This design comes from an exercise in tuning for a short achievable clock period and few clock cycles on the open sky130 flow, not from production work. Function was checked by simulation only, so behaviour that the tests miss may differ from the original. Power is estimated from default activity; no workload was simulated.

==> v33 <==
==> flow/design.v (excerpt) <==
module pipeline_cpu #(
  parameter logic [32-1:0] PC_INIT = 32'h0000_0000
) (
  input  logic  CLK,
  input  logic  nRST,
  output logic  imem_ren,
  output logic [32-1:0] imem_addr,
  input  logic [32-1:0] imem_load,
  input  logic  ihit,
  output logic  dmem_ren,
  output logic  dmem_wen,
  output logic [32-1:0] dmem_addr,
  output logic [32-1:0] dmem_store,
  input  logic [32-1:0] dmem_load,
  input  logic  dhit,
  output logic  halt
);
export LEC_CHECK = 0
export CAP_MARGIN = 20
export CORE_MARGIN = 2
export CORE_UTILIZATION = 40
export SETUP_SLACK_MARGIN = 2.5
export SLEW_MARGIN = 20
create_clock -name core_clock -period 5.5 [get_ports {CLK}]
run.sh (not shown) runs the stock make flow with config.mk's settings and CLKGATE_MAP_FILE= SYNTH_SCRIPT=/design/flow/synth_recipe.tcl, a recipe that flattens the netlist after the stock synthesis.
==> inputs of v13, as changes to v33 <==
--- a/flow/design.v
+++ b/flow/design.v
@@ -113,40 +113,38 @@
   logic        d_stall;
   logic        e_mispredict;
   logic [31:0] e_alu;
   logic [31:0] m_wdata;
   logic [29:0] pc4;
   logic [5:0]  f_op;
   logic        f_j, f_beq, f_bne, f_rseq, f_pred;
-  logic [17:0] f_lo;
-  logic [15:0] imm_f;
+  logic [16:0] f_lo;
   logic [13:0] f_hi, f_hi_p1, f_hi_m1, f_hi_sel;
   logic [29:0] f_btgt, f_jtgt;
   assign imem_ren  = ~halt;
   assign imem_addr = {pc, 2'b00};
   assign pc4     = pc + 30'd1;
   assign f_op    = imem_load[31:26];
-  assign imm_f   = imem_load[15:0];
   assign f_j     = (f_op == 6'h02);
   assign f_beq   = (f_op == 6'h04);
   assign f_bne   = (f_op == 6'h05);
   assign f_rseq  = (imem_load[25:21] == imem_load[20:16]);
   assign f_pred  = (f_beq & f_rseq) | (f_bne & ~f_rseq);
-  assign f_lo    = {pc[15:0], 1'b1} + {imm_f, 1'b1};
-  assign f_hi    = pc[29:16];
+  assign f_lo    = {1'b0, pc4[15:0]} + {1'b0, imem_load[15:0]};
+  assign f_hi    = pc4[29:16];
   assign f_hi_p1 = f_hi + 14'd1;
   assign f_hi_m1 = f_hi - 14'd1;
   always_comb begin
-    case ({imem_load[15], f_lo[17]})
+    case ({imem_load[15], f_lo[16]})
       2'b01:   f_hi_sel = f_hi_p1;
       2'b10:   f_hi_sel = f_hi_m1;
       default: f_hi_sel = f_hi;
     endcase
   end
-  assign f_btgt = {f_hi_sel, f_lo[16:1]};
+  assign f_btgt = {f_hi_sel, f_lo[15:0]};
   assign f_jtgt = {pc4[29:26], imem_load[25:0]};
   always_ff @(posedge CLK or negedge nRST) begin
     if (!nRST) begin
       pc <= PC_INIT[31:2];
     end else if (!freeze) begin
       if (e_mispredict) pc <= de_alt;
       else if (ihit && !d_stall && !halt) begin
Settings changed: SETUP_SLACK_MARGIN 2.5 to not set.
==> inputs of v37, as changes to v33 <==
--- a/flow/design.v
+++ b/flow/design.v
@@ -113,78 +113,83 @@
   logic        d_stall;
   logic        e_mispredict;
   logic [31:0] e_alu;
   logic [31:0] m_wdata;
   logic [29:0] pc4;
   logic [5:0]  f_op;
   logic        f_j, f_beq, f_bne, f_rseq, f_pred;
-  logic [17:0] f_lo;
+  logic [9:0]  f_lo;
+  logic        f_short, f_redir;
   logic [15:0] imm_f;
-  logic [13:0] f_hi, f_hi_p1, f_hi_m1, f_hi_sel;
+  logic [21:0] f_hi, f_hi_p1, f_hi_m1, f_hi_sel;
   logic [29:0] f_btgt, f_jtgt;
   assign imem_ren  = ~halt;
   assign imem_addr = {pc, 2'b00};
   assign pc4     = pc + 30'd1;
   assign f_op    = imem_load[31:26];
   assign imm_f   = imem_load[15:0];
   assign f_j     = (f_op == 6'h02);
   assign f_beq   = (f_op == 6'h04);
   assign f_bne   = (f_op == 6'h05);
   assign f_rseq  = (imem_load[25:21] == imem_load[20:16]);
   assign f_pred  = (f_beq & f_rseq) | (f_bne & ~f_rseq);
-  assign f_lo    = {pc[15:0], 1'b1} + {imm_f, 1'b1};
-  assign f_hi    = pc[29:16];
-  assign f_hi_p1 = f_hi + 14'd1;
-  assign f_hi_m1 = f_hi - 14'd1;
-  always_comb begin
-    case ({imem_load[15], f_lo[17]})
-      2'b01:   f_hi_sel = f_hi_p1;
-      2'b10:   f_hi_sel = f_hi_m1;
-      default: f_hi_sel = f_hi;
-    endcase
-  end
-  assign f_btgt = {f_hi_sel, f_lo[16:1]};
+  assign f_short = (imm_f[15:7] == 9'h000) | (imm_f[15:7] == 9'h1ff);
+  assign f_redir = f_pred & f_short;
+  assign f_lo    = {pc[7:0], 1'b1} + {imm_f[7:0], 1'b1};
+  assign f_hi    = pc[29:8];
+  assign f_hi_p1 = f_hi + 22'd1;
+  assign f_hi_m1 = f_hi - 22'd1;
+  assign f_hi_sel = ({22{~imm_f[7] &  f_lo[9]}} & f_hi_p1) |
+                    ({22{ imm_f[7] & ~f_lo[9]}} & f_hi_m1) |
+                    ({22{~(imm_f[7] ^ f_lo[9])}} & f_hi);
+  assign f_btgt = {f_hi_sel, f_lo[8:1]};
   assign f_jtgt = {pc4[29:26], imem_load[25:0]};
+  logic f_adv, s_mis, s_j, s_b, s_seq, s_hold;
+  logic [29:0] pc_next;
+  assign f_adv  = ihit & ~d_stall & ~halt;
+  assign s_mis  = e_mispredict;
+  assign s_j    = ~e_mispredict & f_adv & f_j;
+  assign s_b    = ~e_mispredict & f_adv & ~f_j & f_redir;
+  assign s_seq  = ~e_mispredict & f_adv & ~f_j & ~f_redir;
+  assign s_hold = ~e_mispredict & ~f_adv;
+  assign pc_next = ({30{s_mis}} & de_alt) | ({30{s_j}} & f_jtgt) | ({30{s_b}} & f_btgt) |
+                   ({30{s_seq}} & pc4) | ({30{s_hold}} & pc);
   always_ff @(posedge CLK or negedge nRST) begin
     if (!nRST) begin
       pc <= PC_INIT[31:2];
     end else if (!freeze) begin
-      if (e_mispredict) pc <= de_alt;
-      else if (ihit && !d_stall && !halt) begin
-        if (f_j) pc <= f_jtgt;
-        else if (f_pred) pc <= f_btgt;
-        else pc <= pc4;
-      end
+      pc <= pc_next;
     end
   end
   always_ff @(posedge CLK or negedge nRST) begin
     if (!nRST) begin
       fd_valid <= 1'b0;
     end else if (!freeze) begin
       if (e_mispredict) fd_valid <= 1'b0;
       else if (!d_stall) fd_valid <= ihit & ~halt;
     end
   end
   always_ff @(posedge CLK) begin
     if (!freeze && !d_stall) begin
       fd_instr <= imem_load;
       fd_pc4   <= pc4;
-      fd_pred  <= f_pred;
+      fd_pred  <= f_redir;
     end
   end
   logic [5:0]  op, fn;
   logic [4:0]  rs, rt, rd;
   logic [15:0] imm;
   logic        d_r, d_fn_ok;
   logic        d_add, d_sub, d_and, d_or, d_slt;
   logic        d_wen;
   logic [4:0]  d_dest;
   logic        d_use_rs, d_use_rt;
   logic        d_load, d_store, d_beq, d_bne, d_halt, d_lui;
-  logic [31:0] d_rs_val, d_rt_val, d_b;
+  logic [31:0] d_rs_m, d_rt_m, d_a_oth, d_b_oth;
+  logic        d_b_rt, d_a_fe, d_b_fe;
   logic [29:0] d_btgt;
   assign op  = fd_instr[31:26];
   assign fn  = fd_instr[5:0];
   assign rs  = fd_instr[25:21];
   assign rt  = fd_instr[20:16];
   assign rd  = fd_instr[15:11];
   assign imm = fd_instr[15:0];
@@ -214,22 +219,26 @@
     d_use_rt = d_fn_ok | d_beq | d_bne;
   end
   logic e_hit_rs, e_hit_rt, m_hit_rs, m_hit_rt;
   assign e_hit_rs = de_valid & de_wen & (de_dest == rs);
   assign e_hit_rt = de_valid & de_wen & (de_dest == rt);
   assign m_hit_rs = em_valid & em_wen & (em_dest == rs);
   assign m_hit_rt = em_valid & em_wen & (em_dest == rt);
-  assign d_rs_val = e_hit_rs ? e_alu : m_hit_rs ? m_wdata : (rs == 5'd0) ? 32'd0 : regs[rs];
-  assign d_rt_val = e_hit_rt ? e_alu : m_hit_rt ? m_wdata : (rt == 5'd0) ? 32'd0 : regs[rt];
+  assign d_rs_m   = m_hit_rs ? m_wdata : (rs == 5'd0) ? 32'd0 : regs[rs];
+  assign d_rt_m   = m_hit_rt ? m_wdata : (rt == 5'd0) ? 32'd0 : regs[rt];
+  assign d_b_rt   = d_r | d_beq | d_bne;
+  assign d_a_oth  = d_lui ? 32'd0 : d_rs_m;
+  assign d_a_fe   = e_hit_rs & ~d_lui;
   always_comb begin
-    if (d_r || d_beq || d_bne) d_b = d_rt_val;
-    else if (d_lui) d_b = {imm, 16'h0000};
-    else if (op == 6'h0d) d_b = {16'h0000, imm};
-    else d_b = {{16{imm[15]}}, imm};
+    if (d_b_rt) d_b_oth = d_rt_m;
+    else if (d_lui) d_b_oth = {imm, 16'h0000};
+    else if (op == 6'h0d) d_b_oth = {16'h0000, imm};
+    else d_b_oth = {{16{imm[15]}}, imm};
   end
+  assign d_b_fe   = e_hit_rt & d_b_rt;
   assign d_btgt = fd_pc4 + {{14{imm[15]}}, imm};
   assign d_stall = fd_valid & de_valid & de_load & de_wen &
                    ((d_use_rs & de_dest == rs) | (d_use_rt & de_dest == rt));
   always_ff @(posedge CLK or negedge nRST) begin
     if (!nRST) begin
       de_valid <= 1'b0;
     end else if (!freeze) begin
@@ -247,17 +256,17 @@
       de_slt   <= d_slt;
       de_load  <= d_load;
       de_store <= d_store;
       de_beq   <= d_beq;
       de_bne   <= d_bne;
       de_pred  <= fd_pred;
       de_halt  <= d_halt;
-      de_a     <= d_lui ? 32'd0 : d_rs_val;
-      de_b     <= d_b;
-      de_c     <= d_rt_val;
+      de_a     <= d_a_fe ? e_alu : d_a_oth;
+      de_b     <= d_b_fe ? e_alu : d_b_oth;
+      de_c     <= e_hit_rt ? e_alu : d_rt_m;
       de_cload <= de_valid & de_load & de_wen & (de_dest == rt);
       de_alt   <= fd_pred ? fd_pc4 : d_btgt;
     end
   end
   logic [31:0] e_sum, e_diff;
   logic        e_lt, e_eq, e_taken;
   assign e_sum  = de_a + de_b;
@@ -289,15 +298,15 @@
   assign dmem_addr  = em_res;
   assign dmem_store = em_sdata;
   assign dmem_ren   = em_valid & em_load & ~halt;
   assign dmem_wen   = em_valid & em_store & ~halt;
   assign freeze     = (dmem_ren | dmem_wen) & ~dhit;
   assign m_wdata    = em_load ? dmem_load : em_res;
   always_ff @(posedge CLK) begin
-    if (!freeze && em_valid && em_wen) regs[em_dest] <= m_wdata;
+    if (em_valid && em_wen) regs[em_dest] <= m_wdata;
   end
   always_ff @(posedge CLK or negedge nRST) begin
     if (!nRST) begin
       halt <= 1'b0;
     end else begin
       halt <= halt | (de_valid & de_halt & ~freeze);
     end
==> notes.md <==
Status: v33 complete, no violations; v13 complete, no violations; v37 complete, no violations
Global-route total usage across every layer: v33 0.2598; v13 0.2450; v37 0.2633
Power of the combinational group: v33 5630 uW; v13 3950 uW; v37 5310 uW
Count of filler cells inserted in the layout: v33 13.99k; v13 14.48k; v37 14.01k
Clock Network Area Fraction: v33 0.05490; v13 0.05835; v37 0.05551
Floorplan die area: v33 174600 sq um; v13 173100 sq um; v37 173100 sq um
Layout inverter count without the clock tree: v33 154; v13 193; v37 190
Wire length of the first global-routing pass: v33 327600 um; v13 308700 um; v37 328600 um
Adder-cell area share of the yosys netlist: v33 0.02969; v13 0.02904; v37 0.02671
Total length of routed wires: v33 232500 um; v13 214000 um; v37 233000 um
Shortest period the worst path allows: v33 3.700 ns; v13 5.346 ns; v37 3.884 ns
Post-detailed-placement cell area: v33 73730 sq um; v13 73660 sq um; v37 73180 sq um
Relative max-transition margin: v33 0.2426; v13 0.2640; v37 0.2359
Share of the synthesized area in compound gates (AO/OA/AOI/OAI): v33 0.09036; v13 0.08681; v37 0.08856
Cell type of the slowest stage on the worst timing path: v33 sky130_fd_sc_hd__fa_2; v13 sky130_fd_sc_hd__a2111oi_4; v37 sky130_fd_sc_hd__edfxtp_1
Clock-pin slew reported for the worst setup and hold paths after clock tree synthesis: v33 0.07 ns; v13 0.06 ns; v37 0.06 ns
Syn Inst Count: v33 4528; v13 4491; v37 4468
Multi-input combinational cell area: v33 30890 sq um; v13 27360 sq um; v37 29240 sq um
Leak: v33 0.02919 uW; v13 0.02691 uW; v37 0.02823 uW
Y dimension of the die: v33 417.9 um; v13 416.0 um; v37 416.1 um
Initial antenna violation count: v33 6; v13 3; v37 8
Maximum fanout encountered on the critical timing path: v33 6; v13 4; v37 3
Sw frac: v33 0.2826; v13 0.2682; v37 0.2831
Final-layout non-clock buffer area share: v33 0.08487; v13 0.05078; v37 0.07581
GP Congestion: v33 0.9500; v13 0.9405; v37 0.9313
Critical Path Stages: v33 22; v13 25; v37 17
Met1 Routed Length: v33 93840 um; v13 85510 um; v37 92310 um
Testbench counts of v33, summed over its fixed seeds: cycles 64,131.
Testbench counts of v13, summed over its fixed seeds: cycles 64,131.
Testbench counts of v37, summed over its fixed seeds: cycles 64,131.

## separate check: timing with driven ports
Ports are ideal in the flow. The routed layouts listed here were re-timed in OpenROAD.
Step 1: set_driving_cell puts a clkbuf_16 on CLK and a buf_2 on each other input, an assumption about the parent block.
Step 2 adds t to the input delays and takes it off the output delays; t is the mean of the earliest and latest rising clock arrival at the registers after step 1. Input paths then give back, and output paths get back, about the clock's delay inside the block.
Slacks: ideal ports / drivers / drivers and shift; pairs: ideal ports / drivers.
run	shift t [ns]	setup slack, ns	clock arrival spread, ns
v33	0.867	1.800 / 1.801 / 1.005	0.065 / 0.065
v13	0.871	0.154 / 0.154 / -0.650	0.036 / 0.036
v37	0.887	1.616 / 1.616 / 1.017	0.041 / 0.041
Met with ideal ports but missed after step 2: setup timing in v13. For v13, which loses most, drivers alone change the setup slack by 0.000 ns; drivers and shift together by -0.804 ns.
